Context: an optimization exercise on an open-source flow, tuned for small area, a short achievable clock period and few clock cycles per item. The choices shown serve that exercise and are no tape-out recipe.
Function was checked by simulation only, so behaviour that the tests miss may differ from the original.

Design fp32_mul_pipe, start of the top module:
module fp32_mul_pipe #(
  parameter logic [31:0] QNAN = fp32_pkg::QNAN
) (
  input  logic        clk,
  input  logic        rst_n,
  input  logic        in_valid,
  output logic        in_ready,
  input  logic [31:0] A,
  input  logic [31:0] B,
  output logic        out_valid,
  input  logic        out_ready,
  output logic [31:0] result,
  output logic [2:0]  flags
);
clock: 8.0 ns
lec_check: 0
abc_area: 1
cap_margin: 20
core_margin: 2
core_utilization: 45
setup_slack_margin: 2.5
slew_margin: 20
tns_end_percent: 5
run.sh (not shown) runs the stock make flow with config.mk's settings and CLKGATE_MAP_FILE= SYNTH_SCRIPT=/design/flow/synth_recipe.tcl, a recipe that flattens the netlist after the stock synthesis.
The baseline completed with no timing, DRC or antenna violations.
Testbench counts at the start, summed over its fixed seeds: cycles 8,008, items 8,000.
Change:
SETUP_SLACK_MARGIN = 3.5   (was 2.5)
TNS_END_PERCENT = 1   (was 5)
Outcome: The changed run completed without violations; design area is higher by a little under a tenth.
Change:
==> flow/flow/run.sh (new file) <==
#!/bin/bash
# The standard layout, with the port buffers that global placement inserts made plain
# buffers (sky130_fd_sc_hd__buf_2) instead of the delay cell that buffer_ports picks.
set -euo pipefail
export BUFFER_PORTS_ARGS="-buffer_cell sky130_fd_sc_hd__buf_2"
bash standard.sh finish > standard_flow.log 2>&1
==> flow/standard.sh (new file) <==
#!/bin/bash
# synth_recipe.tcl (not shown) runs the flow's synth.tcl, then flattens the netlist and writes it again
# the make line also repeats each setting of config.mk as NAME=value (left out here)
make -C /OpenROAD-flow-scripts/flow DESIGN_CONFIG=/design/flow/config.mk WORK_HOME=/design/flow/orfs CLKGATE_MAP_FILE= SYNTH_SCRIPT=/design/flow/synth_recipe.tcl "${@:-finish}"
SETUP_SLACK_MARGIN = 2   (was 3.5)
TNS_END_PERCENT = default   (was 1)
removed: flow/run.sh
Core utilization decreases by 7.7 points.
Maximum frequency decreases by 9.6%.
Cell count decreases by 4.2%.
Design area decreases by 14%.
Routed wire length decreases by 8.1%.
Non-clock buffer count decreases by 124.
Worst setup slack loses 0.57 ns.
First-iteration DRC count decreases by 17%.
Die area does not change.
Change:
==> flow/run.sh (new file) <==
#!/bin/bash
# synth_recipe.tcl (not shown) runs the flow's synth.tcl, then flattens the netlist and writes it again
# the make line also repeats each setting of config.mk as NAME=value (left out here)
make -C /OpenROAD-flow-scripts/flow DESIGN_CONFIG=/design/flow/config.mk WORK_HOME=/design/flow/orfs CLKGATE_MAP_FILE= SYNTH_SCRIPT=/design/flow/synth_recipe.tcl finish
SETUP_SLACK_MARGIN = 3   (was 2)
TNS_END_PERCENT = 5   (was default)
removed: flow/flow/run.sh
removed: flow/standard.sh
Outcome: Hold slack improves by 0.18 ns; worst setup slack improves by 0.54 ns; wire length goes up by 6.5%; first-iteration DRC count goes up by 2.6%; synthesized cell count stays the same.

* * *

job 4416:
fp32_mul_pipe, a different RTL version from the one above (not shown whole).
Size: about 2400 cells after synthesis, ~110 I/O pins, ~19000 µm² of cells after synthesis.
==> flow/config.mk <==
export PLATFORM = sky130hd
export DESIGN_NAME = fp32_mul_pipe
export DESIGN_NICKNAME = fp32_mul_pipe
export VERILOG_FILES = /design/flow/design.v
export SDC_FILE = /design/flow/constraint.sdc
export NUM_CORES = 4
export LEC_CHECK = 0
export ABC_AREA = 1
export CAP_MARGIN = 20
export CORE_MARGIN = 2
export CORE_UTILIZATION = 45
export GPL_TIMING_DRIVEN = 0
export SETUP_SLACK_MARGIN = 2.5
export SLEW_MARGIN = 20
export SYNTH_HIERARCHICAL = 1
export SYNTH_MINIMUM_KEEP_SIZE = 0
export TNS_END_PERCENT = 5
==> flow/constraint.sdc <==
create_clock -name core_clock -period 8.0 [get_ports {clk}]
set_input_delay 1.6000 -clock core_clock [delete_from_list [all_inputs] [get_ports {clk}]]
set_output_delay 1.6000 -clock core_clock [all_outputs]
set_load 0.01 [all_outputs]
standard.sh (not shown) runs the stock make flow with config.mk's settings and CLKGATE_MAP_FILE= SYNTH_SCRIPT=/design/flow/synth_recipe.tcl, a recipe that flattens the netlist after the stock synthesis.
==> flow/flow/run.sh <==
#!/bin/bash
# The standard layout, with the port buffers that global placement inserts made plain
# buffers (sky130_fd_sc_hd__buf_2) instead of the delay cell that buffer_ports picks.
set -euo pipefail
export BUFFER_PORTS_ARGS="-buffer_cell sky130_fd_sc_hd__buf_2"
bash standard.sh finish > standard_flow.log 2>&1
Testbench counts of job 4416, summed over its fixed seeds: cycles 8,008, items 8,000.
The following lists how job 9743 was set up differently from job 4416:
--- a/flow/config.mk
+++ b/flow/config.mk
@@ -8,8 +8,7 @@
 export ABC_AREA = 1
-export CAP_MARGIN = 20
+export CAP_MARGIN = 5
 export CORE_MARGIN = 2
 export CORE_UTILIZATION = 45
-export GPL_TIMING_DRIVEN = 0
 export SETUP_SLACK_MARGIN = 2.5
-export SLEW_MARGIN = 20
+export SLEW_MARGIN = 5
 export SYNTH_HIERARCHICAL = 1
--- outcome ---
The final layout from job 9743, which completed every stage, passed the timing, DRC and antenna checks at the end of the flow. Looking at final worst hold slack, job 9743 sits 0.15 ns higher than job 4416 does. When job 9743 is measured against job 4416, its final routed wirelength across all metal layers turns out about 15% lower. From job 4416 to job 9743 the numbers moved as follows: pre-CTS setup slack shows a reduction of 0.19 ns, average routed wire per standard cell shows a reduction of 2.8 µm. The logic depth of the worst register-to-register path of job 9743 is higher than that of job 4416. Delta (job 9743 minus job 4416): slack of the critical path went up by 0.068 ns, slew at the pin closest to its max-slew limit lower, shortest clock period the worst path allows after layout has decreased, clock skew has remained practically unchanged. Sort job 4416 and job 9743 by clock buffer count in the final layout asc -> top: job 9743.
--- input diff job 9743..job 2040 ---
--- a/flow/config.mk
+++ b/flow/config.mk
@@ -8,7 +8,7 @@
 export ABC_AREA = 1
-export CAP_MARGIN = 5
+export CAP_MARGIN = 20
 export CORE_MARGIN = 2
 export CORE_UTILIZATION = 45
-export SETUP_SLACK_MARGIN = 2.5
-export SLEW_MARGIN = 5
+export SETUP_SLACK_MARGIN = 3
+export SLEW_MARGIN = 20
 export SYNTH_HIERARCHICAL = 1
### Flow results
Final design area excluding fillers is lower on job 9743. Delta (job 2040 minus job 9743): fraction of area in clock buffers and inverters decreased by 0.19 points relative to the old numbers, setup slack increased by 0.32 ns relative to the old numbers, maximum number of pins on one net before global-route repair increased by 21 relative to the old numbers. Re core utilization: job 9743 and job 2040 aren't equal, and the lower value belongs to job 9743. Going from job 9743 to job 2040, time the worst path needs with I/O delays and setup now sits lower. Changes observed in job 2040 relative to job 9743: inverter count of the layout excluding clock inverters shows an increase of 5.
--- input diff job 2040..job 5360 ---
--- a/flow/config.mk
+++ b/flow/config.mk
@@ -10,4 +10,5 @@
 export CORE_MARGIN = 2
-export CORE_UTILIZATION = 45
-export SETUP_SLACK_MARGIN = 3
+export CORE_UTILIZATION = 65
+export PLACE_DENSITY = 0.75
+export SETUP_SLACK_MARGIN = 2.5
 export SLEW_MARGIN = 20
### Flow results
Compared to job 2040, the routing of job 5360 uses less wire. Job 5360 gives more total length of routed met3 wires than job 2040 did. Via density per instance (job 5360 over job 2040): increase, 0.40. The worst setup path startpoint comes out B[1] in one run and B[9] in the other, namely in job 2040 and job 5360 respectively. For die area, dividing the value from job 2040 by the value from job 5360 gives 1.4. Job 5360 has number of standard-cell rows in the floorplan below what job 2040 had. NOTE cell area after layout job 2040->job 5360 decreased by more than 10%. Relative to job 2040, flip-flop and latch share of the layout cell area has increased by 1.4 points in job 5360.
Modified inputs, job 1191 compared to job 5360
--- a/flow/config.mk
+++ b/flow/config.mk
@@ -10,4 +10,4 @@
 export CORE_MARGIN = 2
-export CORE_UTILIZATION = 65
-export PLACE_DENSITY = 0.75
+export CORE_UTILIZATION = 45
+export CTS_BUF_LIST = sky130_fd_sc_hd__clkbuf_4 sky130_fd_sc_hd__clkbuf_8
 export SETUP_SLACK_MARGIN = 2.5
[summary]
Post-CTS resize count, job 5360 and job 1191, lower one = job 1191. For job 1191, the termination of the worst setup path was rq[32]$_DFFE_PP_, unlike job 5360, where it was rq[42]$_DFFE_PP_. Job 1191 against job 5360: final area up about 0.35%; multi-input combinational cell area flat; count of clock-buffer cells in the layout down 1; number of tap instances up about 50%. The run showing the smaller per-cell routed wire length is job 1191. Diff job 5360 -> job 1191: final routed wirelength across all metal layers increased 2.8%; starting density of the core decreased 20 points. Job 1191 reached the end of the flow, and the finished layout is clean on the timing, DRC and antenna checks. Job 1191 vs. job 5360: core utilization went down by 22 points. Higher critical path depth goes to job 5360 over job 1191.

port drivers added, routing unchanged:
How much do the figures lean on ideal ports? The routed layouts below were timed once more, with nothing changed but the port constraints.
Step 1, drivers: a clkbuf_16 drives clk and a buf_2 each remaining input, both assumed.
Step 2, shift: input delay + t, output delay - t, t = (earliest + latest rising clock arrival at the registers) / 2. This alone moves slack from input paths to output paths.
a / b / c = ideal ports / drivers / drivers and shift; a / b = the first two.
run	shift t [ns]	setup WS [ns]	worst hold slack (ns)	worst setup path at the end	worst slew at a driven data input, ns
the first run of note 1	0.426	2.217 / 2.244 / 1.819	0.877 / 0.877 / 0.877	input to register	0.05
the second run of note 1	0.418	2.669 / 2.695 / 2.277	0.845 / 0.845 / 0.845	input to register	0.05
the third run of note 1	0.416	2.102 / 2.136 / 1.719	0.674 / 0.674 / 0.674	input to register	0.05
the fourth run of note 1	0.413	2.644 / 2.598 / 2.258	0.856 / 0.856 / 0.856	input to register	0.05
job 4416	0.393	2.508 / 2.524 / 2.132	0.800 / 0.800 / 0.800	input to register	0.04
job 9743	0.409	2.575 / 2.603 / 2.194	0.952 / 0.952 / 0.952	input to register	0.06
job 2040	0.417	2.899 / 2.875 / 2.457	0.752 / 0.752 / 0.752	input to register	0.21
job 5360	0.402	2.547 / 2.578 / 2.176	0.746 / 0.746 / 0.746	input to register	0.05
job 1191	0.435	2.494 / 2.516 / 2.081	0.959 / 0.938 / 0.959	input to register	0.06
After both steps every run listed still meets setup and hold. For job 2040, which loses most, drivers alone change the setup slack by -0.024 ns; drivers and shift together by -0.442 ns.
